What follows belongs to an exercise in optimizing a design on an open flow for small area; a production flow would make more cautious choices. Where RTL was checked, it was by simulation tests only, not by an equivalence proof against the original. For runs 1 to 3 and 6, only the layout was checked, not whether the RTL still works. Power figures rest on the tool's default switching activity, not on a simulated workload.

==> design/flow/design.v <==
`default_nettype none
package gba_loader_pkg;
	localparam int ADDR_W      = 27;                 
	localparam int DATA_W      = 16;                 
	localparam int BIOS_ADDR_W = 12;                 
	localparam logic [7:0] IDX_BIOS  = 8'd0;         
	localparam logic [7:0] IDX_CHEAT = 8'd255;       
	localparam logic [ADDR_W-1:0] ROM_BASE_RESET = ADDR_W'('hC0000);  
	localparam int ROM_CREDITS   = 2;                
	localparam int CHEAT_CREDITS = 1;                
	localparam int TITLE_ADDR = 'hA0;
	localparam int TITLE_LEN  = 12;
	localparam logic [71:0] FLASH_MARKER = "FLASH1M_V";  
	typedef struct packed {
		logic              active;                   
		logic [7:0]        index;                    
		logic [ADDR_W-1:0] addr;                     
		logic [DATA_W-1:0] data;                     
		logic              wr;                       
	} ioctl_t;
	typedef struct packed {
		logic [ADDR_W-1:0] addr;                     
		logic [DATA_W-1:0] data;
	} rom_wr_t;
	typedef struct packed {
		logic                   wr;
		logic [BIOS_ADDR_W-1:0] addr;                
		logic [31:0]            data;
	} bios_wr_t;
	typedef struct packed {
		logic [31:0] flags;
		logic [31:0] address;
		logic [31:0] compare;
		logic [31:0] replace;
	} cheat_code_t;
	typedef struct packed {
		logic sram_off;                              
		logic memory_remap;                          
		logic gpio;                                  
		logic tilt;
		logic solar;
	} quirk_t;
	typedef struct packed {
		logic              loaded;
		logic [1:0]        cart_type;
		logic              flash_1m;
		quirk_t            quirks;
		logic [ADDR_W-1:0] last_addr;
	} cart_info_t;
	typedef struct packed {
		logic              homebrew_bios;            
		logic              cheats_off;
		logic [ADDR_W-1:0] rom_base;
	} cfg_t;
	typedef struct packed {
		logic        wr;
		logic [1:0]  addr;
		logic [31:0] data;
	} reg_req_t;
endpackage
`default_nettype wire
localparam int QUIRK_W       = 96 + 5;
localparam int QUIRK_ENTRIES = 15;
localparam logic [QUIRK_ENTRIES*QUIRK_W-1:0] QUIRK_TABLE = {
	{"ROCKY BOXING",             5'b10000},    
	{"DBZ LGCYGOKU",             5'b10000},
	{"IRIDIONII", 24'h0,         5'b10000},
	{"BOMBER MAN", 16'h0,        5'b11000},    
	{"CASTLEVANIA", 8'h0,        5'b11000},
	{"SUPER MARIO", 8'h0,        5'b11000},
	{"ZELDA 1", 40'h0,           5'b11000},
	{"SUPER MARIO2",             5'b11000},
	{"POKEMON EMER",             5'b00100},    
	{"POKEMON RUBY",             5'b00100},
	{"POKEMON SAPP",             5'b00100},
	{"BOKTAI", 48'h0,            5'b00101},    
	{"WARIOTWISTED",             5'b00100},    
	{"YOSHI TOPSY", 8'h0,        5'b00010},
	{"HAPPYPANECHU",             5'b00010}
};
`timescale 1ns/1ps
`default_nettype none
module cart_header_scan (
	input  wire        clk_sys,
	input  wire [5:0]  slot_we,       
	input  wire [15:0] data,
	output logic [2:0] quirk_code     
);
	wire lo_00 = (data[7:0] == 8'h00);
	wire lo_20 = (data[7:0] == 8'h20);
	wire lo_31 = (data[7:0] == 8'h31);
	wire lo_41 = (data[7:0] == 8'h41);
	wire lo_42 = (data[7:0] == 8'h42);
	wire lo_43 = (data[7:0] == 8'h43);
	wire lo_44 = (data[7:0] == 8'h44);
	wire lo_45 = (data[7:0] == 8'h45);
	wire lo_47 = (data[7:0] == 8'h47);
	wire lo_48 = (data[7:0] == 8'h48);
	wire lo_49 = (data[7:0] == 8'h49);
	wire lo_4b = (data[7:0] == 8'h4b);
	wire lo_4c = (data[7:0] == 8'h4c);
	wire lo_4d = (data[7:0] == 8'h4d);
	wire lo_4e = (data[7:0] == 8'h4e);
	wire lo_4f = (data[7:0] == 8'h4f);
	wire lo_50 = (data[7:0] == 8'h50);
	wire lo_52 = (data[7:0] == 8'h52);
	wire lo_53 = (data[7:0] == 8'h53);
	wire lo_54 = (data[7:0] == 8'h54);
	wire lo_56 = (data[7:0] == 8'h56);
	wire lo_57 = (data[7:0] == 8'h57);
	wire lo_58 = (data[7:0] == 8'h58);
	wire lo_59 = (data[7:0] == 8'h59);
	wire lo_5a = (data[7:0] == 8'h5a);
	wire hi_00 = (data[15:8] == 8'h00);
	wire hi_20 = (data[15:8] == 8'h20);
	wire hi_32 = (data[15:8] == 8'h32);
	wire hi_41 = (data[15:8] == 8'h41);
	wire hi_42 = (data[15:8] == 8'h42);
	wire hi_43 = (data[15:8] == 8'h43);
	wire hi_44 = (data[15:8] == 8'h44);
	wire hi_45 = (data[15:8] == 8'h45);
	wire hi_47 = (data[15:8] == 8'h47);
	wire hi_48 = (data[15:8] == 8'h48);
	wire hi_49 = (data[15:8] == 8'h49);
	wire hi_4b = (data[15:8] == 8'h4b);
	wire hi_4d = (data[15:8] == 8'h4d);
	wire hi_4e = (data[15:8] == 8'h4e);
	wire hi_4f = (data[15:8] == 8'h4f);
	wire hi_50 = (data[15:8] == 8'h50);
	wire hi_52 = (data[15:8] == 8'h52);
	wire hi_53 = (data[15:8] == 8'h53);
	wire hi_54 = (data[15:8] == 8'h54);
	wire hi_55 = (data[15:8] == 8'h55);
	wire hi_59 = (data[15:8] == 8'h59);
	logic [3:0] enc0, code0;
	always_comb begin
		enc0 = 4'd0;
		enc0 = enc0 | ({4{lo_42 & hi_4f}} & 4'd7);
		enc0 = enc0 | ({4{lo_43 & hi_41}} & 4'd3);
		enc0 = enc0 | ({4{lo_44 & hi_42}} & 4'd2);
		enc0 = enc0 | ({4{lo_48 & hi_41}} & 4'd11);
		enc0 = enc0 | ({4{lo_49 & hi_52}} & 4'd4);
		enc0 = enc0 | ({4{lo_50 & hi_4f}} & 4'd14);
		enc0 = enc0 | ({4{lo_52 & hi_4f}} & 4'd1);
		enc0 = enc0 | ({4{lo_53 & hi_55}} & 4'd8);
		enc0 = enc0 | ({4{lo_57 & hi_41}} & 4'd9);
		enc0 = enc0 | ({4{lo_59 & hi_4f}} & 4'd10);
		enc0 = enc0 | ({4{lo_5a & hi_45}} & 4'd6);
	end
	always_ff @(posedge clk_sys) if (slot_we[0]) code0 <= enc0;
	logic [3:0] enc1, code1;
	always_comb begin
		enc1 = 4'd0;
		enc1 = enc1 | ({4{lo_43 & hi_4b}} & 4'd1);
		enc1 = enc1 | ({4{lo_49 & hi_44}} & 4'd4);
		enc1 = enc1 | ({4{lo_4b & hi_45}} & 4'd14);
		enc1 = enc1 | ({4{lo_4b & hi_54}} & 4'd7);
		enc1 = enc1 | ({4{lo_4c & hi_44}} & 4'd6);
		enc1 = enc1 | ({4{lo_4d & hi_42}} & 4'd5);
		enc1 = enc1 | ({4{lo_50 & hi_45}} & 4'd8);
		enc1 = enc1 | ({4{lo_50 & hi_50}} & 4'd11);
		enc1 = enc1 | ({4{lo_52 & hi_49}} & 4'd9);
		enc1 = enc1 | ({4{lo_53 & hi_48}} & 4'd10);
		enc1 = enc1 | ({4{lo_53 & hi_54}} & 4'd3);
		enc1 = enc1 | ({4{lo_5a & hi_20}} & 4'd2);
	end
	always_ff @(posedge clk_sys) if (slot_we[1]) code1 <= enc1;
	logic [3:0] enc2, code2;
	always_comb begin
		enc2 = 4'd0;
		enc2 = enc2 | ({4{lo_41 & hi_20}} & 4'd6);
		enc2 = enc2 | ({4{lo_41 & hi_49}} & 4'd7);
		enc2 = enc2 | ({4{lo_45 & hi_52}} & 4'd5);
		enc2 = enc2 | ({4{lo_49 & hi_20}} & 4'd10);
		enc2 = enc2 | ({4{lo_49 & hi_4f}} & 4'd4);
		enc2 = enc2 | ({4{lo_4c & hi_45}} & 4'd3);
		enc2 = enc2 | ({4{lo_4c & hi_47}} & 4'd2);
		enc2 = enc2 | ({4{lo_4d & hi_4f}} & 4'd14);
		enc2 = enc2 | ({4{lo_4f & hi_54}} & 4'd9);
		enc2 = enc2 | ({4{lo_52 & hi_20}} & 4'd8);
		enc2 = enc2 | ({4{lo_59 & hi_20}} & 4'd1);
		enc2 = enc2 | ({4{lo_59 & hi_50}} & 4'd11);
	end
	always_ff @(posedge clk_sys) if (slot_we[2]) code2 <= enc2;
	logic [3:0] enc3, code3;
	always_comb begin
		enc3 = 4'd0;
		enc3 = enc3 | ({4{lo_00 & hi_00}} & 4'd7);
		enc3 = enc3 | ({4{lo_20 & hi_4d}} & 4'd5);
		enc3 = enc3 | ({4{lo_31 & hi_00}} & 4'd6);
		enc3 = enc3 | ({4{lo_41 & hi_4e}} & 4'd11);
		enc3 = enc3 | ({4{lo_42 & hi_4f}} & 4'd1);
		enc3 = enc3 | ({4{lo_43 & hi_59}} & 4'd2);
		enc3 = enc3 | ({4{lo_4d & hi_41}} & 4'd8);
		enc3 = enc3 | ({4{lo_4e & hi_20}} & 4'd14);
		enc3 = enc3 | ({4{lo_4e & hi_49}} & 4'd4);
		enc3 = enc3 | ({4{lo_54 & hi_4f}} & 4'd10);
		enc3 = enc3 | ({4{lo_56 & hi_41}} & 4'd3);
		enc3 = enc3 | ({4{lo_57 & hi_49}} & 4'd9);
	end
	always_ff @(posedge clk_sys) if (slot_we[3]) code3 <= enc3;
	logic [3:0] enc4, code4;
	always_comb begin
		enc4 = 4'd0;
		enc4 = enc4 | ({4{lo_00 & hi_00}} & 4'd7);
		enc4 = enc4 | ({4{lo_41 & hi_4e}} & 4'd5);
		enc4 = enc4 | ({4{lo_45 & hi_43}} & 4'd11);
		enc4 = enc4 | ({4{lo_45 & hi_4d}} & 4'd12);
		enc4 = enc4 | ({4{lo_47 & hi_4f}} & 4'd2);
		enc4 = enc4 | ({4{lo_49 & hi_00}} & 4'd4);
		enc4 = enc4 | ({4{lo_4e & hi_49}} & 4'd3);
		enc4 = enc4 | ({4{lo_50 & hi_53}} & 4'd10);
		enc4 = enc4 | ({4{lo_52 & hi_49}} & 4'd8);
		enc4 = enc4 | ({4{lo_52 & hi_55}} & 4'd13);
		enc4 = enc4 | ({4{lo_53 & hi_41}} & 4'd14);
		enc4 = enc4 | ({4{lo_53 & hi_54}} & 4'd9);
		enc4 = enc4 | ({4{lo_58 & hi_49}} & 4'd1);
	end
	always_ff @(posedge clk_sys) if (slot_we[4]) code4 <= enc4;
	logic [3:0] enc5, code5;
	always_comb begin
		enc5 = 4'd0;
		enc5 = enc5 | ({4{lo_00 & hi_00}} & 4'd7);
		enc5 = enc5 | ({4{lo_41 & hi_00}} & 4'd3);
		enc5 = enc5 | ({4{lo_42 & hi_59}} & 4'd13);
		enc5 = enc5 | ({4{lo_45 & hi_44}} & 4'd9);
		enc5 = enc5 | ({4{lo_45 & hi_52}} & 4'd12);
		enc5 = enc5 | ({4{lo_48 & hi_55}} & 4'd11);
		enc5 = enc5 | ({4{lo_4b & hi_55}} & 4'd2);
		enc5 = enc5 | ({4{lo_4e & hi_47}} & 4'd1);
		enc5 = enc5 | ({4{lo_4f & hi_00}} & 4'd8);
		enc5 = enc5 | ({4{lo_4f & hi_32}} & 4'd8);
		enc5 = enc5 | ({4{lo_50 & hi_50}} & 4'd14);
		enc5 = enc5 | ({4{lo_59 & hi_00}} & 4'd10);
	end
	always_ff @(posedge clk_sys) if (slot_we[5]) code5 <= enc5;
	logic [3:0] ent;
	logic [5:0] ok;
	logic [2:0] qc;
	assign ent = (code1 == 4'd14) ? code4 : code1;
	assign ok[0] = ((code0 ^ ent) & ((code0 == 4'd7) ? 4'b1101 : (code0 == 4'd14) ? 4'b1100 : 4'b1111)) == 4'd0;
	assign ok[1] = ((code1 ^ ent) & ((code1 == 4'd14) ? 4'b1100 : 4'b1111)) == 4'd0;
	assign ok[2] = ((code2 ^ ent) & ((code2 == 4'd14) ? 4'b1100 : 4'b1111)) == 4'd0;
	assign ok[3] = ((code3 ^ ent) & ((code3 == 4'd14) ? 4'b1100 : 4'b1111)) == 4'd0;
	assign ok[4] = ((code4 ^ ent) & ((code4 == 4'd7) ? 4'b1110 : 4'b1111)) == 4'd0;
	assign ok[5] = ((code5 ^ ent) & ((code5 == 4'd7) ? 4'b1100 : 4'b1111)) == 4'd0;
	always_comb begin
		case (ent)
			4'd1: qc = 3'b100;
			4'd2: qc = 3'b100;
			4'd3: qc = 3'b110;
			4'd4: qc = 3'b100;
			4'd5: qc = 3'b110;
			4'd6: qc = 3'b110;
			4'd7: qc = 3'b011;
			4'd8: qc = 3'b110;
			4'd9: qc = 3'b001;
			4'd10: qc = 3'b010;
			4'd11: qc = 3'b010;
			4'd12: qc = 3'b001;
			4'd13: qc = 3'b001;
			4'd14: qc = 3'b001;
			default: qc = 3'b000;
		endcase
	end
	assign quirk_code = (&ok) ? qc : 3'b000;
endmodule
`default_nettype wire
`timescale 1ns/1ps
`default_nettype none
module gba_loader_top (
	input  logic         clk_sys,
	input  logic         reset,
	input  logic         ioctl_active,
	input  logic [7:0]   ioctl_index,
	input  logic [26:0]  ioctl_addr,
	input  logic [15:0]  ioctl_data,
	input  logic         ioctl_wr,
	output logic         ioctl_wait,
	output logic         rom_valid,
	output logic [26:0]  rom_addr,
	output logic [15:0]  rom_data,
	input  logic         rom_credit,
	output logic         cheat_valid,
	output logic [127:0] cheat_code,
	input  logic         cheat_credit,
	output logic         cheat_clear,
	output logic         bios_wr,
	output logic [11:0]  bios_addr,
	output logic [31:0]  bios_data,
	input  logic         reg_wr,
	input  logic [1:0]   reg_addr,
	input  logic [31:0]  reg_wdata,
	output logic [31:0]  reg_rdata
);
	logic idx_bios, idx_cheat, cart_now, beat, cart_beat, cheat_beat;
	assign idx_bios   = (ioctl_index == 8'd0);
	assign idx_cheat  = (ioctl_index == 8'd255);
	assign cart_now   = ioctl_active && !idx_bios && !idx_cheat;
	assign beat       = ioctl_active && ioctl_wr;
	assign cart_beat  = beat && !idx_bios && !idx_cheat;
	assign cheat_beat = beat && idx_cheat;
	logic        homebrew;
	logic        cheats_off;
	logic [26:0] rom_base;
	always_ff @(posedge clk_sys) begin
		if (reset) begin
			homebrew   <= 1'b0;
			cheats_off <= 1'b0;
			rom_base   <= 27'hC0000;
		end else if (reg_wr) begin
			if (reg_addr == 2'd0) begin
				homebrew   <= reg_wdata[0];
				cheats_off <= reg_wdata[1];
			end
			if (reg_addr == 2'd1) rom_base <= reg_wdata[26:0];
		end
	end
	logic        full0, full1;       
	logic        rv;                 
	logic        move;               
	logic [1:0]  rom_out;            
	logic [26:0] a0, a1;
	logic [15:0] d0, d1;
	logic [26:0] base_g;
	logic [26:0] sum;
	assign base_g = {rom_base[26:14], rom_base[13:1] & {13{!idx_bios}}, rom_base[0]};
	assign sum    = {ioctl_addr[26:1] + base_g[26:1], base_g[0]};
	assign move   = full1 && (!full0 || rv);
	always_ff @(posedge clk_sys) begin
		if (reset) begin
			full0   <= 1'b0;
			full1   <= 1'b0;
			rv      <= 1'b0;
			rom_out <= 2'd0;
		end else begin
			full1   <= cart_beat || (full1 && !move);
			full0   <= move || (full0 && !rv);
			rv      <= !rv && (full0 || full1) && (rom_out != 2'd2);   
			rom_out <= rom_out + 2'(rv) - 2'(rom_credit);
		end
	end
	always_ff @(posedge clk_sys) begin
		if (move) begin
			a0 <= a1;
			d0 <= d1;
		end
		if (beat) a1 <= idx_bios ? {ioctl_data[15:3], sum[13:2], ioctl_data[2:1]} : sum;
		if (beat && !(idx_bios && ioctl_addr[1])) d1 <= ioctl_data;
	end
	assign rom_valid = rv;
	assign rom_addr  = a0;
	assign rom_data  = d0;
	logic        bios_wr_q;
	logic        cheat_q;            
	always_ff @(posedge clk_sys) begin
		bios_wr_q <= beat && idx_bios && ioctl_addr[1] && !homebrew;
	end
	assign bios_wr   = bios_wr_q;
	assign bios_addr = a1[13:2];
	assign bios_data = {a1[26:14], a1[1:0], cheat_q, d1};
	logic [15:0] ch0, ch1, ch2, ch3, ch4, ch5, ch6;    
	logic        cp;                 
	logic        cv;
	logic        cheat_out;          
	logic        cheat_push;
	assign cheat_push = cheat_beat && (ioctl_addr[3:1] == 3'd7) && !cheats_off;
	always_ff @(posedge clk_sys) begin
		if (cheat_beat) begin
			case (ioctl_addr[3:1])
				3'd0: ch0 <= ioctl_data;
				3'd1: ch1 <= ioctl_data;
				3'd2: ch2 <= ioctl_data;
				3'd3: ch3 <= ioctl_data;
				3'd4: ch4 <= ioctl_data;
				3'd5: ch5 <= ioctl_data;
				3'd6: ch6 <= ioctl_data;
				default: ;
			endcase
		end
	end
	always_ff @(posedge clk_sys) begin
		if (reset) begin
			cp        <= 1'b0;
			cv        <= 1'b0;
			cheat_out <= 1'b0;
		end else begin
			cp        <= cheat_push || (cp && !cv);
			cv        <= cp && !cv && !cheat_out;
			cheat_out <= cv || (cheat_out && !cheat_credit);
		end
	end
	assign cheat_valid = cv;
	assign cheat_code  = {ch1, ch0, ch3, ch2, ch5, ch4, d1, ch6};
	assign ioctl_wait  = (full0 && full1) || cp;
	logic cart_q, clear_q;
	always_ff @(posedge clk_sys) begin
		cart_q  <= cart_now;
		cheat_q <= ioctl_active && (idx_bios ? ioctl_data[0] : idx_cheat);
		clear_q <= ioctl_active && idx_cheat && !cheat_q;
	end
	assign cheat_clear = clear_q;
	logic [8:0] m0, m1;              
	logic [3:0] ms, ms1, ms2;
	logic       hit0, hit1;
	always_comb begin
		for (int k = 0; k < 9; k++) begin
			m0[k] = (ioctl_data[7:0]  == 8'("FLASH1M_V" >> (8 * (8 - k))));
			m1[k] = (ioctl_data[15:8] == 8'("FLASH1M_V" >> (8 * (8 - k))));
		end
	end
	always_comb begin
		ms1  = {3'd0, m0[0]};
		hit0 = 1'b0;
		case (ms)
			4'd0: if (m0[0]) ms1 = 4'd1;
			4'd1: if (m0[1]) ms1 = 4'd2;
			4'd2: if (m0[2]) ms1 = 4'd3;
			4'd3: if (m0[3]) ms1 = 4'd4;
			4'd4: if (m0[4]) ms1 = 4'd5;
			4'd5: if (m0[5]) ms1 = 4'd6;
			4'd6: if (m0[6]) ms1 = 4'd7;
			4'd7: if (m0[7]) ms1 = 4'd8;
			4'd8: hit0 = m0[8];
			default: ;
		endcase
		ms2  = {3'd0, m1[0]};
		hit1 = 1'b0;
		case (ms1)
			4'd0: if (m1[0]) ms2 = 4'd1;
			4'd1: if (m1[1]) ms2 = 4'd2;
			4'd2: if (m1[2]) ms2 = 4'd3;
			4'd3: if (m1[3]) ms2 = 4'd4;
			4'd4: if (m1[4]) ms2 = 4'd5;
			4'd5: if (m1[5]) ms2 = 4'd6;
			4'd6: if (m1[6]) ms2 = 4'd7;
			4'd7: if (m1[7]) ms2 = 4'd8;
			4'd8: hit1 = m1[8];
			default: ;
		endcase
	end
	always_ff @(posedge clk_sys) begin
		if (reset)          ms <= 4'd0;
		else if (cart_beat) ms <= ms2;
	end
	logic [5:0] slot_we;
	logic       title_end;
	logic [2:0] quirk_hit;
	always_comb begin
		for (int j = 0; j < 6; j++)
			slot_we[j] = cart_beat && (ioctl_addr[26:1] == 26'((8'hA0 >> 1) + j));
	end
	assign title_end = (ioctl_addr[26:1] == 26'(8'hAC >> 1));
	cart_header_scan cart_header_scan_i (
		.clk_sys, .slot_we, .data (ioctl_data), .quirk_code (quirk_hit)
	);
	logic        loaded;
	logic [1:0]  cart_type;
	logic        flash_1m;
	logic [2:0]  quirks;            
	logic [4:0]  quirk_flags;
	logic [26:0] last_addr;
	always_ff @(posedge clk_sys) begin
		if (reset) begin
			loaded    <= 1'b0;
			cart_type <= 2'd0;
			flash_1m  <= 1'b0;
			quirks    <= 3'd0;
			last_addr <= 27'd0;
		end else begin
			if (cart_now && !cart_q) begin
				loaded    <= 1'b1;
				cart_type <= ioctl_index[7:6];
				flash_1m  <= 1'b0;
				quirks    <= 3'd0;
			end
			if (cart_q && !ioctl_active) last_addr <= ioctl_addr;
			if (cart_beat && (hit0 || hit1)) flash_1m <= 1'b1;
			if (cart_beat && title_end) quirks <= quirk_hit;
		end
	end
	assign quirk_flags = {quirks[2], quirks[2] && quirks[1], quirks[0],
	                      quirks[1] && !quirks[2] && !quirks[0], quirks[1] && quirks[0]};
	always_comb begin
		case (reg_addr)
			2'd0:    reg_rdata = {30'd0, cheats_off, homebrew};
			2'd1:    reg_rdata = {5'd0, rom_base};
			2'd2:    reg_rdata = {23'd0, quirk_flags, flash_1m, cart_type, loaded};
			default: reg_rdata = {5'd0, last_addr};
		endcase
	end
endmodule
`default_nettype wire
==> design/flow/flow/run.sh <==
#!/bin/bash
# The standard layout, with each port buffered by the smallest buffer
# (buf_1) instead of the one buffer_ports picks by default, and the
# buffers Yosys/ABC inserted removed before placement.
set -euo pipefail
cd "$(dirname "$0")/.."
export BUFFER_PORTS_ARGS="-buffer_cell sky130_fd_sc_hd__buf_1"
export REMOVE_ABC_BUFFERS=1
bash standard.sh > standard.log 2>&1
==> design/flow/standard.sh <==
#!/bin/bash
# synth_recipe.tcl (not shown) runs the flow's synth.tcl, then flattens the netlist and writes it again
# the make line also repeats each setting of config.mk as NAME=value (left out here)
make -C /OpenROAD-flow-scripts/flow DESIGN_CONFIG=/design/flow/config.mk WORK_HOME=/design/flow/orfs CLKGATE_MAP_FILE= SYNTH_SCRIPT=/design/flow/synth_recipe.tcl "${@:-finish}"
==> design/flow/config.mk <==
export PLATFORM = sky130hd
export DESIGN_NAME = gba_loader_top
export DESIGN_NICKNAME = gba_loader_top
export VERILOG_FILES = /design/flow/design.v
export SDC_FILE = /design/flow/constraint.sdc
export NUM_CORES = 4
export LEC_CHECK = 0
export CAP_MARGIN = 20
export CORE_MARGIN = 2
export CORE_UTILIZATION = 60
export CTS_BUF_LIST = sky130_fd_sc_hd__clkbuf_16
export CTS_CLUSTER_DIAMETER = 100
export CTS_CLUSTER_SIZE = 30
export SLEW_MARGIN = 20
==> design/flow/constraint.sdc <==
create_clock -name core_clock -period 5.5 [get_ports {clk_sys}]
set_input_delay 1.1000 -clock core_clock [delete_from_list [all_inputs] [get_ports {clk_sys}]]
set_output_delay 1.1000 -clock core_clock [all_outputs]
set_load 0.01 [all_outputs]
==> qor.csv, run 1 <==
metric,value,unit
drtIter0Drc,1224,
cpMaxStageDelayCell,a2111oi_0,
rows,54,
fin_area,15500,µm²
post_drt_wl_per_cell,22.9,µm
worstPathCellList,buf_1 -> nor4_1 -> nand2_1 -> and2_1 -> ha_1 -> inv_1 -> fa_1 -> nor2b_1 -> o2111ai_1 -> a31oi_1 -> a2111oi_0 -> buf_4 -> o21ai_1 -> a31o_1 -> a211oi_1 -> o21ai_1,
gp_congestion,0.974,
final_common_cell,buf_1,
max_freq,215,MHz
synth-main-ff-cell,edfxtp_1,
post_dp_cell_area,15000,µm²
ys_warn_count,2,
grt_max_degree,55,
leakage,5.21,nW
crit_path_max_fanout,18,
synth-seq-cells,301,
fin_tns_setup,0,ps
layout-drive-gt1-share,0.0477,
cts_made_buffers,14,
drv_cap,0,
maxSlewHeadroom,0.271,
io_pins,344,
fp.dieW,154,µm
rsz0062_at_grt,false,
clk_pin_slew,110,ps
clock_skew,27.7,ps
peakVddDrop,0.247,mV
start_util,0.616,
antenna_found_initial,3,
seq_area_frac_synth,0.609,
power_density,269,nW/µm²
setup_violations,0,
cts_hold_buffers,0,
hpwl,30000,µm
vias_per_cell,6.08,
crit_path_end_kind,flip-flop,
overflow,0,
worstSetupStartpointType,primary input,
hold_class,flip-flop to flip-flop,
cts_root_buffer,clkbuf_16,
drv_slew,0,
grt_pass1_wl,61700,µm
cpMostUsedCell,o21ai_1,
post_cts_buffers,0,
grt_pass1_vias,10200,
fin_crit,4650,ps
slowest_delay,680,ps
finalCritPeriodShare,0.845,
worstSkewPairLatency,520,ps
numClockSinks,301,
fp.dieArea,23800,µm²
syn2layout_area_growth,14.3,%
syn-cell-area,13500,µm²
post_cts_resized,0,
worst_pin_slew,1090,ps
grt_usage,0.342,
final-hold-violation-count,0,
drt_wl_total,41500,µm
die_height,154,µm
coreArea,22000,µm²
io_buffers,333,
postRouteAntennaNets,0,
vias,11000,
cts_max_path_buffers,3,
htree_levels,1,
crit_arrival,4920,ps
first_pass_iters,6,
ys_types,76,
drcViolationCount,0,
synth_edf_count,222,
nets,1644,
syn_avg_cell_area,11.1,µm²
syn_inst,1219,
critPathKind,primary input to flip-flop,
status,timing/DRC/antenna clean,
synthArstFlopShare,0,
final_cell_mix,"330 x buf_1, 222 x edfxtp_1, 195 x nand2_1",
crit_required,5770,ps
tritoncts,done,
[registers in the layout (all words and copies together), names as in the netlist, 16 cells and up]
| name | count |
|---|---|
| rom_base | 27 |
| ch3 | 16 |
| ch2 | 16 |
| ch5 | 16 |
| a0 | 27 |
| d1 | 16 |
| d0 | 16 |
| ch4 | 16 |
| last_addr | 27 |
| ch6 | 16 |
| ch1 | 16 |
| ch0 | 16 |
| a1 | 27 |
[metal layers]
metal | vias to the layer above | part of all wire | global-route usage
met5 | - | 0.00039 | 0
met4 | 2 | 0.041 | 0.126
met3 | 106 | 0.088 | 0.0572
met1 | 5251 | 0.39 | 0.453
li1 | 5031 | - | -
met2 | 628 | 0.48 | 0.573
[path summary, 6_finish.rpt]
check | startpoint | to | slack (ps) | cells after the start
setup / recovery | ioctl_index[7] | a1[23] | 850 | 16
hold / removal | cheat_out | cv | 430 | 1
setup reg to reg | rom_base[1] | a1[23] | 2180 | 13
hold reg to reg | cheat_out | cv | 430 | 1
[report_power, final]
group | leakage (nW) | switching, mW | total (mW) | internal, mW
clock | 0.239 | 0.709 | 1.23 | 0.516
combinational | 2.36 | 0.271 | 0.403 | 0.132
sequential | 2.61 | 0.0360 | 2.53 | 2.50
total | 5.21 | 1.02 | 4.16 | 3.14
[worst max-delay path, delay by kind of cell]
family                   cells  cell delay (ps)
AO/OA/AOI/OAI                7             1810
adder cells (fa/ha/maj)      2              390
buffers and inverters        3              400
AND/OR/NAND/NOR              4             1190
[cells in the mapped netlist (22+ instances only)]
cell,number,area share
nand2_1,195,0.054
mux2i_1,26,0.019
buf_4,22,0.012
nand3_1,31,0.011
nor2_1,102,0.028
a21oi_1,93,0.034
inv_1,22,0.0061
nor2b_1,33,0.015
dfxtp_1,79,0.12
o21ai_0,27,0.010
nor3_1,37,0.014
clkbuf_1,47,0.013
ha_1,27,0.025
edfxtp_1,222,0.49
[stage by stage]
stage	instances	util	hold slack [ps]	power, mW	setup WS, ps
after global placement	1788	0.684	410	2.97	421
after CTS	1812	0.704	433	4.16	945
final	1813	0.705	431	4.16	855
after global routing	1812	0.705	462	4.26	400
after detailed placement	1788	0.684	419	2.98	411
after floorplan	1151	-	398	2.78	1090
[cell type report]
cell class / instances / area [µm²]
sequential: 301 / 8250
fill: 1666 / 6480
multi-input combinational: 828 / 4920
timing repair buffer: 357 / 1430
clock buffer: 15 / 375
tap: 280 / 350
inverter: 22 / 82.6
clock inverter: 9 / 62.6
antenna: 1 / 2.50
[kinds of logic after synthesis]
group,synth area share
AO/OA/AOI/OAI,0.107
XOR/XNOR,0.0168
adder cells (fa/ha/maj),0.0264
buffers and inverters,0.0322
flip-flops,0.609
multiplexers,0.0284
other,0.000277
AND/OR/NAND/NOR,0.179
==> run 2, diff against run 1 <==
==> design/flow/flow/run.sh (replaced) <==
#!/bin/bash
# The standard layout with three changes:
#  - synthesis maps logic with an area-oriented ABC script (flow/abc_area.script,
#    used through ABC_AREA=1 from a copy of ORFS's scripts folder); the rest of
#    the synthesis script is unchanged, so the registers are the same;
#  - each port is buffered by the smallest buffer (buf_1) instead of the one
#    buffer_ports picks by default;
#  - buffers left in the netlist by synthesis are removed before placement.
# Each step's full output is in its own log here and under orfs/logs.
set -euo pipefail
cd "$(dirname "$0")/.."
W=$PWD
rm -rf "$W/scripts_area"
cp -r "$FLOW_HOME/scripts" "$W/scripts_area"
cp "$W/flow/abc_area.script" "$W/scripts_area/abc_area.script"
SCRIPTS_DIR="$W/scripts_area" ABC_AREA=1 bash standard.sh synth > synth.log 2>&1
export BUFFER_PORTS_ARGS="-buffer_cell sky130_fd_sc_hd__buf_1"
export REMOVE_ABC_BUFFERS=1
bash standard.sh > standard.log 2>&1
==> design/flow/flow/abc_area.script (new file) <==
strash
dch -f
map -a
strash
dch -f
map -a
strash
dch -f
map -a
--- a/design/flow/config.mk
+++ b/design/flow/config.mk
@@ -9,6 +9,6 @@
 export CORE_MARGIN = 2
 export CORE_UTILIZATION = 60
 export CTS_BUF_LIST = sky130_fd_sc_hd__clkbuf_16
-export CTS_CLUSTER_DIAMETER = 100
-export CTS_CLUSTER_SIZE = 30
+export CTS_CLUSTER_DIAMETER = 60
+export CTS_CLUSTER_SIZE = 24
 export SLEW_MARGIN = 20
==> run 2 against run 1 <==
Net effect: non-clock buffer count grew 15; fmax decreased by 11%; combinational power grew 5.0%.
==> qor.csv, run 2 <==
metric,value,unit
fp.dieArea,22600,µm²
post_drt_wl_per_cell,21.2,µm
crit_path_end_kind,flip-flop,
final_cell_mix,"333 x buf_1, 229 x nor2_1, 222 x edfxtp_1",
overflow,0,
ys_warn_count,2,
die_height,150,µm
post_dp_cell_area,14700,µm²
pwr-share-comb,0.095,
syn2layout_area_growth,18.8,%
gp_congestion,0.988,
htree_levels,1,
start_util,0.613,
slowest_delay,370,ps
drt_wl_total,39700,µm
vias_per_cell,5.81,
antennaDiodeCount,0,
synth.area.top_cells,"edfxtp_1 52%, dfxtp_1 12%, nor2_1 6.8%, clkinv_1 4.8%, o21ai_0 3.8%",
syn-cell-area,12900,µm²
crit_required,5760,ps
fin_util,0.728,
synth-compound-area-share,0.116,
final-hold-violation-count,0,
setup_ws,276,ps
finalCritPeriodShare,0.950,
cts_made_buffers,19,
synth_area_leader_cell,edfxtp_1,
worstSkewPairLatency,510,ps
fin_area,15300,µm²
synthArstFlopShare,0,
cts_root_buffer,clkbuf_16,
clk_pin_slew,90,ps
fill_cells,1508,
worstSetupStartpointType,primary input,
post-synth-top-count-cell,nor2_1,
setup_violations,0,
pre_cts_ws,-404,ps
coreArea,21000,µm²
synth_top_cell_area_share,0.518,
ys_types,37,
io_buffers,333,
postRouteAntennaNets,0,
rows,53,
power_density,290,nW/µm²
fin_crit,5220,ps
antenna_found_initial,0,
syn_avg_cell_area,10.6,µm²
final_common_cell,buf_1,
netSwitchingFraction,0.246,
syn_inst,1216,
synth_top_family_by_area,simple AND/OR/NAND/NOR gates,
max_freq,191,MHz
synthXorXnorAreaFrac,0.0143,
drtIter0Drc,931,
clock_skew,12.4,ps
seqPwrFrac,0.574,
leakage,5.25,nW
synthSimpleGateAreaFrac,0.139,
io_pins,344,
grt_max_degree,63,
first_pass_iters,8,
crit_path_max_fanout,5,
p_sw,1.09,mW
cts_max_path_buffers,3,
status,timing/DRC/antenna clean,
layout-drive-gt1-share,0.0662,
tritoncts,done,
seq_area_frac_synth,0.641,
hold_class,flip-flop to flip-flop,
critPathKind,primary input to flip-flop,
drcViolationCount,0,
synth-adder-area-share,0.0278,
drv_cap,0,
vias,10900,
ys_top_cells_by_count,"233 x nor2_1, 222 x edfxtp_1, 166 x clkinv_1",
hpwl,29700,µm
peakVddDrop,0.290,mV
synth_edf_count,222,
numClockSinks,301,
fp.dieW,150,µm
holdPathStages,1,
cpMaxStageDelayCell,o31ai_1,
crit_arrival,5480,ps
nets,1711,
grt_pass1_wl,58000,µm
synth-main-ff-cell,edfxtp_1,
grt_usage,0.343,
worstRegToRegCells,30,
maxSlewHeadroom,0.309,
drv_slew,0,
worst_pin_slew,1040,ps
synth-seq-cells,301,
internal_power,3.35,mW
dp_cells,1844,
synth_mux_area_frac,0,
final_cells,1876,
power_frac_clock,0.331,
grt_pass1_vias,10200,
[run 2: cell types whose count changed after synthesis, moves of 13 or more]
cell | before | now
a21oi_1 | 93 | 60
a22o_2 | 0 | 13
a22oi_1 | 3 | 18
and2_1 | 19 | 0
clkbuf_1 | 47 | 0
clkinv_1 | 0 | 166
inv_1 | 22 | 0
mux2i_1 | 26 | 0
nand2_1 | 195 | 91
nand2b_1 | 17 | 0
nor2_1 | 102 | 233
nor2b_1 | 33 | 0
o21ai_0 | 27 | 98
xnor2_1 | 16 | 3
[run 2: routing by layer]
metal	up-vias	share of wire	GRT usage
met2	621	0.49	0.581
met5	-	0	0
li1	5029	-	-
met4	0	0.047	0.145
met3	117	0.093	0.0615
met1	5125	0.37	0.434
[run 2: cell type report]
| class | instances | area (µm²) | share of cell area |
|---|---|---|---|
| Sequential cell | 301 | 8250 | 0.539 |
| Tap cell | 275 | 344 | 0.0225 |
| Clock buffer | 19 | 475 | 0.0311 |
| Timing Repair Buffer | 372 | 1540 | 0.101 |
| Multi-Input combinational cell | 731 | 3930 | 0.257 |
| Clock inverter | 12 | 123 | 0.00802 |
| Inverter | 166 | 627 | 0.0410 |
[run 2: worst paths after layout]
path / slack [ps] / to / from
setup / recovery: 280 / a1[24] / ioctl_index[2]
hold / removal: 430 / cv / cheat_out
setup reg to reg: 1040 / a1[25] / rom_base[1]
hold reg to reg: 430 / cv / cheat_out
[run 2: kinds of logic (layout without fill, tap and decap cells)]
kind of cell | Yosys count | in the layout
AO/OA/AOI/OAI | 248 | 248
adder cells (fa/ha/maj) | 28 | 28
XOR/XNOR | 21 | 21
flip-flops | 301 | 301
buffers and inverters | 188 | 569
other | 1 | 5
AND/OR/NAND/NOR | 429 | 429
[run 2: power groups by stage]
stage	clock [mW]	sequential [mW]	combinational [mW]
floorplan	0	2.61	0.201
global placement	0	2.59	0.393
detailed placement	0	2.60	0.407
CTS	1.48	2.55	0.413
global route	1.55	2.55	0.463
finish	1.47	2.55	0.423
[run 2: what timing repair did]
action | CTS | global route
setup buffers | 0 | 1
setup endpoints to repair | 0 | 2
resized for setup | 0 | 7
hold buffers | 0 | 0
[run 2: worst max-delay path: cells and delay by family]
family,cells,cell delay [ps]
buffers and inverters,7,810
AOI/OAI and AO/OA,8,1740
xor gates and xnor gates,1,190
adders and majority gates,1,270
and+or+nand+nor,10,1360
[run 2: metrics by stage]
step	total power, mW	hold slack [ps]	TNS (ps)
6_report	4.44	431	0
2_1_floorplan	2.81	397	-338
3_5_place_dp	3.00	416	-514
3_3_place_gp	2.99	401	-70.3
4_1_cts	4.44	429	0
5_1_grt	4.57	469	-45.9
==> run 3, diff against run 2 <==
--- a/design/flow/config.mk
+++ b/design/flow/config.mk
@@ -8,7 +8,7 @@
 export CAP_MARGIN = 20
 export CORE_MARGIN = 2
 export CORE_UTILIZATION = 60
-export CTS_BUF_LIST = sky130_fd_sc_hd__clkbuf_16
-export CTS_CLUSTER_DIAMETER = 60
-export CTS_CLUSTER_SIZE = 24
+export CTS_BUF_LIST = sky130_fd_sc_hd__clkbuf_8
+export CTS_CLUSTER_DIAMETER = 50
+export CTS_CLUSTER_SIZE = 14
 export SLEW_MARGIN = 20
==> run 3 against run 2 <==
Net effect: non-clock buffer count stayed put; fmax up 1.7%; critical path depth grew 6; largest cell class unchanged; sequential share of layout area is essentially flat; still clean; cell count rose by 1.2%; global-route usage decreased by 0.36 points; final area is essentially flat; via count rose by 1.2%; first-iteration DRC count is 4.8% lower; utilization barely moved; routed wire length shrank 1.0%; worst hold slack hardly changed.
==> qor.csv, run 3 <==
metric,value,unit
holdWs,432,ps
crit_arrival,5480,ps
post_drt_wl_per_cell,20.7,µm
fin_util,0.727,
finalCritPeriodShare,0.934,
cpMostUsedCell,nor2_1,
final_cells,1899,
fin_area,15300,µm²
layout-drive-gt1-share,0.0720,
setup_violations,0,
final_cell_mix,"333 x buf_1, 229 x nor2_1, 222 x edfxtp_1",
leakage,5.30,nW
synth.area.top_cells,"edfxtp_1 52%, dfxtp_1 12%, nor2_1 6.8%, clkinv_1 4.8%, o21ai_0 3.8%",
clk_pin_slew,90,ps
ys_warn_count,2,
synth-main-ff-cell,edfxtp_1,
grt_pass1_vias,10200,
cts_made_buffers,29,
drt_wl_total,39300,µm
fp.dieArea,22600,µm²
power_density,287,nW/µm²
max_freq,195,MHz
cp_num_buf_inv,7,
rows,53,
worst_pin_slew,1060,ps
tritoncts,done,
ys_types,37,
postRouteAntennaNets,0,
nets,1721,
synth-seq-cells,301,
clock_skew,14.5,ps
syn_avg_cell_area,10.6,µm²
drv_slew,0,
io_pins,344,
maxSlewHeadroom,0.291,
overflow,0,
cts_root_buffer,clkbuf_8,
htree_levels,1,
io_buffers,333,
synthArstFlopShare,0,
post_dp_cell_area,14700,µm²
first_pass_iters,5,
cpMaxStageDelayCell,fa_1,
seq_area_frac_synth,0.641,
grt_usage,0.339,
crit_path_max_fanout,5,
grt_max_degree,63,
fp.dieW,150,µm
fin_crit,5140,ps
peakVddDrop,0.244,mV
ys_top_cells_by_count,"233 x nor2_1, 222 x edfxtp_1, 166 x clkinv_1",
synth_top_cell_area_share,0.518,
drtIter0Drc,886,
coreArea,21000,µm²
status,timing/DRC/antenna clean,
post-synth-top-count-cell,nor2_1,
hpwl,29700,µm
cts_max_path_buffers,3,
crit_required,5840,ps
worstSetupStartpointType,primary input,
gp_congestion,0.988,
final_common_cell,buf_1,
syn2layout_area_growth,18.7,%
hold_class,flip-flop to flip-flop,
antennaDiodeCount,0,
vias_per_cell,5.80,
drcViolationCount,0,
crit_path_end_kind,flip-flop,
crit_family,simple AND/OR/NAND/NOR gates,
worstSkewPairLatency,590,ps
syn-cell-area,12900,µm²
final-hold-violation-count,0,
vias,11000,
syn_inst,1216,
die_height,150,µm
critPathKind,primary input to flip-flop,
r2r_slack,930,ps
numClockSinks,301,
drv_cap,0,
synth_edf_count,222,
antenna_found_initial,0,
start_util,0.613,
synth_area_leader_cell,edfxtp_1,
slowest_delay,400,ps
dp_cells,1844,
finalPower,4.39,mW
grt_pass1_wl,57500,µm
-- run 3: cell counts after synthesis --
Identical to the previous run, type by type.
-- run 3: per-layer routing --
metal | track usage | share of wire
met1 | 0.434 | 0.37
met2 | 0.568 | 0.48
met3 | 0.0676 | 0.096
met4 | 0.140 | 0.046
met5 | 0 | 0
-- run 3: metrics by stage --
stage	setup TNS [ps]	worst slack, ps
2_1_floorplan	-338	-288
3_3_place_gp	-70.3	-70.3
3_5_place_dp	-514	-404
4_1_cts	0	245
5_1_grt	-9.84	-9.84
6_report	0	364
-- run 3: worst paths after layout --
| check | from | to | cells past startpoint |
|---|---|---|---|
| worst max-delay path | ioctl_index[4] | a1[25] | 33 |
| worst min-delay path | cheat_out | cv | 1 |
| worst max register to register | rom_base[1] | a1[25] | 30 |
| worst min register to register | cheat_out | cv | 1 |
-- run 3: worst register-to-register path: cells and delay by family (launching register included) --
| family | cells | cell delay [ps] |
|---|---|---|
| AND/OR/NAND/NOR | 12 | 1520 |
| AO/OA/AOI/OAI | 9 | 1140 |
| adder cells (fa/ha/maj) | 2 | 590 |
| buffers and inverters | 6 | 560 |
| flip-flops | 1 | 350 |
| XOR/XNOR | 1 | 180 |
-- run 3: where the power goes --
group | leakage [nW] | switching [mW] | internal (mW) | total (mW)
Sequential | 2.62 | 0.0379 | 2.51 | 2.55
Clock | 0.357 | 0.777 | 0.648 | 1.42
Combinational | 2.32 | 0.283 | 0.134 | 0.416
Total | 5.30 | 1.10 | 3.29 | 4.39
-- run 3: cell families (layout without fill, tap and decap cells) --
kind of cell	after synthesis	count (layout)	synth area share
AO/OA/AOI/OAI	248	248	0.116
XOR/XNOR	21	21	0.0143
other	1	5	0.000291
flip-flops	301	301	0.641
adder cells (fa/ha/maj)	28	28	0.0278
buffers and inverters	188	592	0.0612
AND/OR/NAND/NOR	429	429	0.139
-- run 3: timing repair --
action | 4_1_cts | 5_1_grt
resized for setup | 0 | 3
buffers inserted | 0 | 1
endpoints found under the setup margin | 0 | 1
hold buffers | 0 | 0
-- run 3: area by class of cell --
type / instances / area (µm²)
tap: 275 / 344
clock buffer: 32 / 440
timing repair buffer: 372 / 1540
sequential: 301 / 8250
clock inverter: 22 / 175
inverter: 166 / 627
fill: 1528 / 5730
multi-input combinational: 731 / 3910
==> run 4, diff against run 3 <==
--- a/design/flow/design.v
+++ b/design/flow/design.v
@@ -455,6 +455,7 @@
 		.clk_sys, .slot_we, .data (ioctl_data), .quirk_code (quirk_hit)
 	);
 	logic        loaded;
+	logic        last_valid;
 	logic [1:0]  cart_type;
 	logic        flash_1m;
 	logic [2:0]  quirks;            
@@ -462,22 +463,22 @@
 	logic [26:0] last_addr;
 	always_ff @(posedge clk_sys) begin
 		if (reset) begin
-			loaded    <= 1'b0;
-			cart_type <= 2'd0;
+			loaded     <= 1'b0;
+			last_valid <= 1'b0;
+		end else begin
+			if (cart_now && !cart_q) loaded <= 1'b1;
+			if (cart_q && !ioctl_active) last_valid <= 1'b1;
+		end
+	end
+	always_ff @(posedge clk_sys) begin
+		if (cart_now && !cart_q) begin
+			cart_type <= ioctl_index[7:6];
 			flash_1m  <= 1'b0;
 			quirks    <= 3'd0;
-			last_addr <= 27'd0;
-		end else begin
-			if (cart_now && !cart_q) begin
-				loaded    <= 1'b1;
-				cart_type <= ioctl_index[7:6];
-				flash_1m  <= 1'b0;
-				quirks    <= 3'd0;
-			end
-			if (cart_q && !ioctl_active) last_addr <= ioctl_addr;
-			if (cart_beat && (hit0 || hit1)) flash_1m <= 1'b1;
-			if (cart_beat && title_end) quirks <= quirk_hit;
 		end
+		if (cart_q && !ioctl_active) last_addr <= ioctl_addr;
+		if (cart_beat && (hit0 || hit1)) flash_1m <= 1'b1;
+		if (cart_beat && title_end) quirks <= quirk_hit;
 	end
 	assign quirk_flags = {quirks[2], quirks[2] && quirks[1], quirks[0],
 	                      quirks[1] && !quirks[2] && !quirks[0], quirks[1] && quirks[0]};
@@ -485,8 +486,8 @@
 		case (reg_addr)
 			2'd0:    reg_rdata = {30'd0, cheats_off, homebrew};
 			2'd1:    reg_rdata = {5'd0, rom_base};
-			2'd2:    reg_rdata = {23'd0, quirk_flags, flash_1m, cart_type, loaded};
-			default: reg_rdata = {5'd0, last_addr};
+			2'd2:    reg_rdata = loaded ? {23'd0, quirk_flags, flash_1m, cart_type, 1'b1} : 32'd0;
+			default: reg_rdata = last_valid ? {5'd0, last_addr} : 32'd0;
 		endcase
 	end
 endmodule
--- a/design/flow/flow/run.sh
+++ b/design/flow/flow/run.sh
@@ -1,6 +1,6 @@
 #!/bin/bash
 # The standard layout with three changes:
-#  - synthesis maps logic with an area-oriented ABC script (flow/abc_area.script,
+#  - synthesis maps logic with an area-recovering ABC script (flow/abc_area.script,
 #    used through ABC_AREA=1 from a copy of ORFS's scripts folder); the rest of
 #    the synthesis script is unchanged, so the registers are the same;
 #  - each port is buffered by the smallest buffer (buf_1) instead of the one
==> design/flow/flow/abc_area.script (replaced) <==
&get -n
&st
&dch -f
&nf -R 1000
&st
&dch -f
&nf -R 1000
&put
--- a/design/flow/config.mk
+++ b/design/flow/config.mk
@@ -8,7 +8,8 @@
 export CAP_MARGIN = 20
 export CORE_MARGIN = 2
 export CORE_UTILIZATION = 60
-export CTS_BUF_LIST = sky130_fd_sc_hd__clkbuf_8
-export CTS_CLUSTER_DIAMETER = 50
-export CTS_CLUSTER_SIZE = 14
+export CTS_BUF_LIST = sky130_fd_sc_hd__clkbuf_16
+export CTS_CLUSTER_DIAMETER = 60
+export CTS_CLUSTER_SIZE = 24
+export GPL_TIMING_DRIVEN = 0
 export SLEW_MARGIN = 20
==> run 4 against run 3 <==
Net effect: still clean on timing, DRC and antenna; non-clock buffer count fell by 23; synthesized area fell by 1.2%; sequential power about the same; combinational power is 14% lower; total power up 2.7%; fmax decreased by 3.1%; die area down 1.1%; cell count down 12%; worst hold slack worse by 2.5 ps; synthesized cell count decreased by 16%; critical path depth decreased by 13.
==> qor.csv, run 4 <==
metric,value,unit
status,timing/DRC/antenna clean,
drt_wl_total,41400,µm
peakVddDrop,0.232,mV
tritoncts,done,
post_dp_cell_area,14400,µm²
postRouteAntennaNets,0,
seq_area_frac_synth,0.675,
holdPathStages,1,
antenna_found_initial,0,
clk_pin_slew,90,ps
grt_pass1_vias,9954,
die_height,150,µm
drv_slew,0,
final-hold-violation-count,0,
grt_pass1_wl,59700,µm
fin_tns_setup,0,ps
io_pins,344,
start_util,0.609,
worstSetupStartpointType,primary input,
holdWs,429,ps
fp.dieArea,22400,µm²
synth.area.top_cells,"edfxtp_1 60%, dfxtp_1 7.6%, nand2_1 4.5%, a21oi_1 3.2%, nor2_1 2.9%",
final_cell_mix,"332 x buf_1, 254 x edfxtp_1, 153 x nand2_1",
grt_usage,0.362,
clock_skew,31.8,ps
syn_avg_cell_area,12.4,µm²
cts_max_path_buffers,3,
post_drt_wl_per_cell,24.8,µm
first_pass_iters,5,
cts_made_buffers,20,
worstSkewPairLatency,530,ps
coreArea,20900,µm²
finalCritPeriodShare,0.964,
post-synth-top-count-cell,edfxtp_1,
synth-main-ff-cell,edfxtp_1,
grt_max_degree,32,
numClockSinks,302,
hpwl,30100,µm
synth_edf_count,254,
rows,53,
vias_per_cell,6.40,
drcViolationCount,0,
fp.dieW,150,µm
drv_cap,0,
crit_path_max_fanout,15,
worstRegToRegCells,17,
synthArstFlopShare,0,
syn2layout_area_growth,19.6,%
power_density,296,nW/µm²
critPathKind,primary input to flip-flop,
leakage,4.99,nW
crit_arrival,5550,ps
layout-drive-gt1-share,0.0509,
final_common_cell,buf_1,
crit_path_end_kind,flip-flop,
io_buffers,333,
synth_top_cell_area_share,0.599,
fin_area,15200,µm²
setup_violations,0,
htree_levels,1,
maxSlewHeadroom,0.219,
hold_class,flip-flop to flip-flop,
ys_top_cells_by_count,"254 x edfxtp_1, 154 x nand2_1, 97 x nor2_1",
synth_area_leader_cell,edfxtp_1,
crit_required,5750,ps
vias,10700,
gp_congestion,0.941,
ys_warn_count,2,
overflow,0,
nets,1501,
worst_pin_slew,1170,ps
syn-cell-area,12700,µm²
synth-seq-cells,302,
syn_inst,1027,
ys_types,53,
cts_root_buffer,clkbuf_16,
drtIter0Drc,1267,
fin_util,0.728,
fin_crit,5300,ps
antennaDiodeCount,0,
max_freq,189,MHz
## run 4: changes by cell type in the layout (fill, tap and decap cells not counted), sizes merged, moves of 21 or more
cell	change
and2	+23
edfxtp	+32
nor2	-136
clkinv	-154
a21oi	+21
o21ai	-60
dfxtp	-31
nand2	+64
buf	-23
## run 4: final cells by class
type	instances	area (µm²)
sequential	302	8590
fill	1448	5670
multi-input combinational	698	4110
timing repair buffer	349	1470
clock buffer	21	526
tap	275	344
clock inverter	14	141
inverter	10	37.5
## run 4: routing by layer
layer	track usage	part of all wire
met2	0.594	0.48
met1	0.490	0.37
met5	0	0
met4	0.145	0.047
met3	0.0555	0.10
## run 4: cells by family after synthesis
logic type | Yosys count | share of synthesized area
AND/OR/NAND/NOR | 433 | 0.160
flip-flops | 302 | 0.675
AO/OA/AOI/OAI | 205 | 0.103
buffers and inverters | 32 | 0.0159
adder cells (fa/ha/maj) | 28 | 0.0281
XOR/XNOR | 26 | 0.0179
other | 1 | 0.000295
## run 4: metrics by stage
step | setup slack [ps] | power (mW) | instances
6_report | 200 | 4.51 | 1669
5_1_grt | -39.1 | 4.63 | 1669
4_1_cts | 145 | 4.49 | 1668
3_5_place_dp | -2160 | 2.97 | 1630
3_3_place_gp | -1690 | 2.94 | 1617
2_1_floorplan | -163 | 2.78 | 1009
## run 4: final timing paths
path              slack (ps)            from     end
setup / recovery         200  ioctl_index[6]  a1[24]
hold / removal           430       cheat_out      cv
setup reg to reg        1200     rom_base[2]  a1[24]
hold reg to reg          430       cheat_out      cv
## run 4: repair_timing
action / in CTS / in global routing
pin swaps: 3 / 2
gates cloned: 1 / 0
gates resized for setup: 13 / 5
setup buffers: 2 / 1
hold buffers: 0 / 0
setup endpoints to repair: 9 / 3
## run 4: critical path, cell delays in order
cell	delay, ps
buf_1	140
nor4_4	390
nand2_4	190
and2_0	250
ha_1	300
a211oi_1	230
nor2_1	100
nand3_1	90
nand2_1	90
a31oi_2	320
nor3_1	160
a2111oi_4	460
nor3_1	180
a2111oi_4	500
nor3_1	130
nor2_1	200
o21ai_0	180
a31oi_1	260
xor2_1	190
o21ai_0	100
## run 4: where the power goes
part           switching [mW]  leakage, nW  internal (mW)
sequential             0.0393         2.66           2.54
clock                   0.830        0.339          0.740
combinational           0.251         1.99          0.107
total                    1.12         4.99           3.39
==> run 5, diff against run 4 <==
--- a/design/flow/config.mk
+++ b/design/flow/config.mk
@@ -11,5 +11,4 @@
 export CTS_BUF_LIST = sky130_fd_sc_hd__clkbuf_16
 export CTS_CLUSTER_DIAMETER = 60
 export CTS_CLUSTER_SIZE = 24
-export GPL_TIMING_DRIVEN = 0
 export SLEW_MARGIN = 20
==> run 5 against run 4 <==
Net effect: largest cell class unchanged; clock skew decreased by 18 ps; total power decreased by 1.9%; cell count increased by 0.78%.
==> qor.csv, run 5 <==
metric,value,unit
grt_max_degree,44,
synth.area.top_cells,"edfxtp_1 60%, dfxtp_1 7.6%, nand2_1 4.5%, a21oi_1 3.2%, nor2_1 2.9%",
worstSetupStartpointType,primary input,
power_frac_clock,0.338,
leakage,4.98,nW
multiInputGateArea,4000,µm²
crit_path_end_kind,flip-flop,
synth_edf_count,254,
setup_violations,0,
min_from,cheat_out,
pre_cts_ws,-328,ps
grt_usage,0.354,
hpwl,29500,µm
post-synth-top-count-cell,edfxtp_1,
overflow,0,
p_sw,1.07,mW
cpMaxStageDelayCell,a2111oi_1,
critPathKind,primary input to flip-flop,
status,timing/DRC/antenna clean,
max_freq,198,MHz
fin_util,0.722,
crit_family,compound AO/OA/AOI/OAI gates,
seqPwrFrac,0.584,
start_util,0.609,
fill_cells,1505,
synth-main-ff-cell,edfxtp_1,
rsz0062_at_grt,false,
power_density,293,nW/µm²
use_met2,0.579,
cts_made_buffers,19,
final-hold-violation-count,0,
synthArstFlopShare,0,
internal_power,3.36,mW
holdWs,430,ps
layout-drive-gt1-share,0.0512,
reg2reg_from,rom_base[2],
coreArea,20900,µm²
first_pass_iters,5,
regArea,8590,µm²
drv_slew,0,
antenna_found_initial,0,
cts_root_buffer,clkbuf_16,
startpoint,ioctl_index[0],
synth_top_cell_area_share,0.599,
clk_pin_slew,90,ps
io_buffers,333,
rows,53,
antennaDiodeCount,0,
final_cell_mix,"332 x buf_1, 254 x edfxtp_1, 153 x nand2_1",
pwr-share-comb,0.078,
synth_area_leader_cell,edfxtp_1,
post_drt_wl_per_cell,24.0,µm
htree_levels,1,
postRouteAntennaNets,0,
syn-cell-area,12700,µm²
drtIter0Drc,1376,
worst_pin_slew,1120,ps
crit_path_max_fanout,22,
grt_pass1_vias,9672,
clock_skew,14.1,ps
ys_warn_count,2,
netSwitchingFraction,0.241,
syn_inst,1027,
cts_max_path_buffers,3,
dp_cells,1649,
grt_most_used_layer,met2,
die_height,150,µm
grt_util_met1,0.483,
synth-seq-cells,302,
setup_ws,456,ps
peakVddDrop,0.286,mV
met3_usage,0.0515,
gp_congestion,0.969,
vias_per_cell,6.27,
nets,1515,
final_common_cell,buf_1,
io_pins,344,
fin_tns_setup,0,ps
tritoncts,done,
drcViolationCount,0,
ys_top_cells_by_count,"254 x edfxtp_1, 154 x nand2_1, 97 x nor2_1",
fp.dieW,150,µm
syn2layout_area_growth,18.5,%
final_cells,1682,
grt_pass1_wl,58600,µm
cp_num_buf_inv,4,
seq_area_frac_synth,0.675,
drv_cap,0,
hold_class,flip-flop to flip-flop,
vias,10600,
worstSkewPairLatency,510,ps
numClockSinks,302,
fin_crit,5040,ps
finalCritPeriodShare,0.917,
worstPathCellList,buf_1 -> nor4_1 -> nand2_1 -> buf_4 -> and2_0 -> ha_1 -> a21oi_1 -> nand2_1 -> a31oi_2 -> nor3_1 -> a2111oi_1 -> buf_4 -> nor3_1 -> a2111oi_2 -> buf_4 -> nor3_1 -> nor2_1 -> o21ai_0 -> a31oi_1 -> xor2_1 -> o21ai_0,
fp.dieArea,22400,µm²
drt_wl_total,40400,µm
ys_types,53,
crit_arrival,5300,ps
syn_avg_cell_area,12.4,µm²
crit_required,5760,ps
cts_hold_buffers,0,
maxSlewHeadroom,0.252,
slowest_delay,440,ps
[run 5: cell counts after synthesis]
No cell type changed its count.
[run 5: metal layers]
metal,vias up,part of all wire
met3,118,0.11
met2,824,0.48
met1,4988,0.36
li1,4623,-
met4,0,0.047
met5,-,0
[run 5: cells by family (layout without fill, tap and decap cells)]
group / count (synthesis) / in the layout / share of synthesized area
flops: 302 / 302 / 0.675
fa+ha+maj: 28 / 28 / 0.0281
simple gates: 433 / 433 / 0.160
other cells: 1 / 5 / 0.000295
xor+xnor: 26 / 26 / 0.0179
compound gates: 205 / 205 / 0.103
buf+inv: 32 / 408 / 0.0159
[run 5: final timing paths]
check | to | slack, ps | cells after the start
worst max-delay path | a1[24] | 460 | 21
worst min-delay path | cv | 430 | 1
worst max register to register | a1[24] | 1390 | 19
worst min register to register | cv | 430 | 1
[run 5: layout make-up]
cell class | count | area share
clock buffer | 19 | 0.0315
clock inverter | 14 | 0.00987
inverter | 10 | 0.00249
multi-input combinational | 697 | 0.265
sequential | 302 | 0.569
tap | 275 | 0.0228
timing repair buffer | 365 | 0.0989
[run 5: per-stage QoR]
| stage | area, µm² | power (mW) |
|---|---|---|
| finish | 15100 | 4.42 |
| global route | 15100 | 4.54 |
| CTS | 15100 | 4.41 |
| detailed placement | 14400 | 2.97 |
| global placement | 14400 | 2.95 |
| floorplan | 12600 | 2.78 |
[run 5: timing repair]
action                     4_1_cts  5_1_grt
resized for setup                0        5
buffers inserted                 0        0
setup endpoints to repair        0        4
[run 5: worst register-to-register path: stages, from the launching register on]
cell and delay (ps):
dfxtp_1 380, and2_0 220, ha_1 250, a211oi_1 210, nor2_1 90, nand3_1 90, nand2_1 90, a31oi_2 310
nor3_1 120, a2111oi_1 440, buf_4 200, nor3_1 60, a2111oi_2 370, buf_4 190, nor3_1 50, nor2_1 160
o21ai_0 130, a31oi_1 230, xor2_1 180, o21ai_0 90
[run 5: power by group through the flow]
stage | registers [mW] | clock network [mW] | logic, mW
floorplan | 2.64 | 0 | 0.143
detailed placement | 2.63 | 0 | 0.333
CTS | 2.58 | 1.50 | 0.336
global placement | 2.63 | 0 | 0.323
global route | 2.59 | 1.58 | 0.371
finish | 2.58 | 1.50 | 0.343
==> run 6, diff against run 5 <==
--- a/design/flow/design.v
+++ b/design/flow/design.v
@@ -322,10 +322,8 @@
 	logic [1:0]  rom_out;            
 	logic [26:0] a0, a1;
 	logic [15:0] d0, d1;
-	logic [26:0] base_g;
 	logic [26:0] sum;
-	assign base_g = {rom_base[26:14], rom_base[13:1] & {13{!idx_bios}}, rom_base[0]};
-	assign sum    = {ioctl_addr[26:1] + base_g[26:1], base_g[0]};
+	assign sum    = {ioctl_addr[26:1] + rom_base[26:1], rom_base[0]};
 	assign move   = full1 && (!full0 || rv);
 	always_ff @(posedge clk_sys) begin
 		if (reset) begin
@@ -345,7 +343,7 @@
 			a0 <= a1;
 			d0 <= d1;
 		end
-		if (beat) a1 <= idx_bios ? {ioctl_data[15:3], sum[13:2], ioctl_data[2:1]} : sum;
+		if (beat) a1 <= idx_bios ? {ioctl_data[15:3], ioctl_addr[13:2], ioctl_data[2:1]} : sum;
 		if (beat && !(idx_bios && ioctl_addr[1])) d1 <= ioctl_data;
 	end
 	assign rom_valid = rv;
==> run 6 against run 5 <==
Net effect: critical path type unchanged; final area increased by 1.3%; via count grew 2.7%; combinational power grew 6.4%; die area rose by 0.93%; critical endpoint is now a1[25]; still clean on timing, DRC and antenna; clock-buffer cell count up 2; first-iteration DRC count fell by 19%; non-clock buffer count up 2; highest routed layer unchanged.
==> qor.csv, run 6 <==
metric,value,unit
status,timing/DRC/antenna clean,
use_met2,0.587,
rsz0062_at_grt,false,
synthSimpleGateAreaFrac,0.165,
fill_cells,1427,
ys_warn_count,2,
worstRegToRegCells,15,
grt_most_used_layer,met2,
htree_levels,1,
post-synth-top-count-cell,edfxtp_1,
synth-adder-area-share,0.0279,
crit_path_end_kind,flip-flop,
cts_root_buffer,clkbuf_16,
holdPathStages,1,
final_cells,1721,
syn_inst,1059,
synthArstFlopShare,0,
fin_crit,4730,ps
internal_power,3.44,mW
vias_per_cell,6.30,
worst_pin_slew,1030,ps
synth_top_family_by_area,simple AND/OR/NAND/NOR gates,
power_density,298,nW/µm²
ys_types,50,
numClockSinks,302,
cts_max_path_buffers,3,
rows,53,
post_cts_resized,0,
hpwl,30600,µm
p_sw,1.12,mW
multiInputGateArea,4090,µm²
io_pins,344,
met3_usage,0.0552,
cts_hold_buffers,0,
syn2layout_area_growth,19.0,%
io_buffers,333,
grt_pass1_wl,59700,µm
netSwitchingFraction,0.246,
synth_mux_area_frac,0,
clock_skew,13.4,ps
crit_required,5750,ps
final_common_cell,buf_1,
power_frac_clock,0.353,
nets,1550,
syn_avg_cell_area,12.1,µm²
max_freq,211,MHz
drv_slew,0,
dp_cells,1682,
vias,10800,
synth_area_leader_cell,edfxtp_1,
tritoncts,done,
syn-cell-area,12800,µm²
clk_pin_slew,80,ps
synth-compound-area-share,0.103,
final_cell_mix,"332 x buf_1, 254 x edfxtp_1, 162 x nand2_1",
synthXorXnorAreaFrac,0.0191,
ys_top_cells_by_count,"254 x edfxtp_1, 162 x nand2_1, 98 x nor2_1",
antenna_found_initial,1,
grt_usage,0.358,
synth.area.top_cells,"edfxtp_1 59%, dfxtp_1 7.5%, nand2_1 4.7%, a21oi_1 3.7%, nor2_1 2.9%",
postRouteAntennaNets,0,
crit_arrival,4970,ps
drtIter0Drc,1118,
slowest_delay,440,ps
gp_congestion,1.03,
regArea,8590,µm²
start_util,0.611,
synth_edf_count,254,
worstSkewPairLatency,530,ps
synth-seq-cells,302,
grt_pass1_vias,9912,
first_pass_iters,6,
overflow,0,
peakVddDrop,0.280,mV
leakage,5.09,nW
fp.dieArea,22600,µm²
worstSetupStartpointType,primary input,
seq_area_frac_synth,0.668,
cpMostUsedCell,o21ai_0,
grt_max_degree,44,
die_height,150,µm
pwr-share-comb,0.080,
fin_tns_setup,0,ps
drcViolationCount,0,
finalCritPeriodShare,0.860,
cp_num_buf_inv,2,
post_cts_buffers,0,
cts_made_buffers,20,
crit_path_max_fanout,4,
holdWs,433,ps
drt_wl_total,41400,µm
seqPwrFrac,0.567,
synth_top_cell_area_share,0.594,
crit_family,compound AO/OA/AOI/OAI gates,
coreArea,21000,µm²
grt_util_met1,0.468,
maxSlewHeadroom,0.309,
critPathKind,primary input to flip-flop,
cp.depth,16,
drv_cap,0,
fp.dieW,150,µm
worstPathCellList,buf_1 -> ha_1 -> clkinv_1 -> fa_1 -> o21ai_0 -> a31oi_1 -> o21ai_0 -> a31oi_1 -> o21ai_0 -> a31oi_1 -> o21ai_0 -> a41oi_1 -> nor3_1 -> a2111oi_0 -> xor2_1 -> a21oi_1,
setup_violations,0,
synth-main-ff-cell,edfxtp_1,
post_drt_wl_per_cell,24.1,µm
layout-drive-gt1-share,0.0506,
final-hold-violation-count,0,
hold_class,flip-flop to flip-flop,
cpMaxStageDelayCell,o21ai_0,
## run 6: worst reg2reg max path, cell delays in order (launching register included)
cell and delay (ps):
dfxtp_1 390, ha_1 190, clkinv_1 80, fa_1 410, o21ai_0 330, a31oi_1 180, o21ai_0 350, a31oi_1 190
o21ai_0 350, a31oi_1 190, o21ai_0 440, a41oi_1 300, nor3_1 250, a2111oi_0 110, xor2_1 170, a21oi_1 80
## run 6: worst paths after layout
check,from,to,slack (ps)
max,ioctl_addr[1],a1[25],770
min,cheat_out,cv,430
max reg2reg,rom_base[1],a1[25],1190
min reg2reg,cheat_out,cv,430
## run 6: per-stage QoR
step | utilization | total power, mW | setup WS (ps) | instance area, µm²
after CTS | 0.726 | 4.55 | 868 | 15300
final | 0.727 | 4.56 | 771 | 15300
after floorplan | - | 2.79 | 1290 | 12700
after global placement | 0.693 | 2.98 | 494 | 14600
after global routing | 0.727 | 4.68 | 504 | 15300
after detailed placement | 0.693 | 2.99 | 332 | 14600
## run 6: power groups by stage
| stage | Sequential (mW) | Clock, mW | Combinational, mW |
|---|---|---|---|
| 6_report | 2.59 | 1.61 | 0.365 |
| 5_1_grt | 2.59 | 1.69 | 0.394 |
| 4_1_cts | 2.58 | 1.61 | 0.356 |
| 3_5_place_dp | 2.64 | 0 | 0.355 |
| 3_3_place_gp | 2.63 | 0 | 0.346 |
| 2_1_floorplan | 2.64 | 0 | 0.153 |
## run 6: area by class of cell
| class | instances | share of cell area |
|---|---|---|
| sequential | 302 | 0.562 |
| multi-input combinational | 728 | 0.268 |
| timing repair buffer | 367 | 0.0990 |
| clock buffer | 21 | 0.0344 |
| tap | 275 | 0.0225 |
| clock inverter | 15 | 0.0115 |
| inverter | 11 | 0.00270 |
| antenna | 2 | 0.000327 |
## run 6: metal layers
layer	wire, µm	share of wire
met1	14700	0.36
met2	19900	0.48
met3	4450	0.11
met4	2350	0.057
met5	0	0
## run 6: cell families after synthesis
kind of cell | Yosys count
compound gates | 218
xor+xnor | 28
fa+ha+maj | 28
buf+inv | 33
flops | 302
other cells | 1
simple gates | 449

[port drivers added, routing unchanged]
The results above use ideal ports. As a check the final layouts listed here were re-extracted and re-timed, cells and wires unchanged. Step 1 sets driving cells, clkbuf_16 on the clock port and buf_2 on the other inputs (assumed; they add their load-dependent delay and slew). Step 2, shift: input delay + t, output delay - t, t = (earliest + latest rising clock arrival at the registers) / 2. This alone moves slack from input paths to output paths. Slacks: ideal / step 1 / step 2; pairs: ideal / step 1.
run | shift t [ns] | setup WS [ns] | worst data-port slew with drivers (ns)
run 1 | 0.550 | 0.855 / 0.877 / 0.327 | 0.09
run 2 | 0.554 | 0.276 / 0.300 / -0.254 | 0.07
run 3 | 0.629 | 0.364 / 0.365 / -0.264 | 0.07
run 4 | 0.566 | 0.200 / 0.224 / -0.342 | 0.07
run 5 | 0.559 | 0.456 / 0.486 / -0.073 | 0.06
run 6 | 0.569 | 0.771 / 0.793 / 0.224 | 0.09
With both steps, setup timing fails in run 2, run 3, run 4 and run 5, where it was met with ideal ports. The setup slack of run 3, which loses most, moves by +0.001 ns with the drivers and by -0.628 ns with both steps.
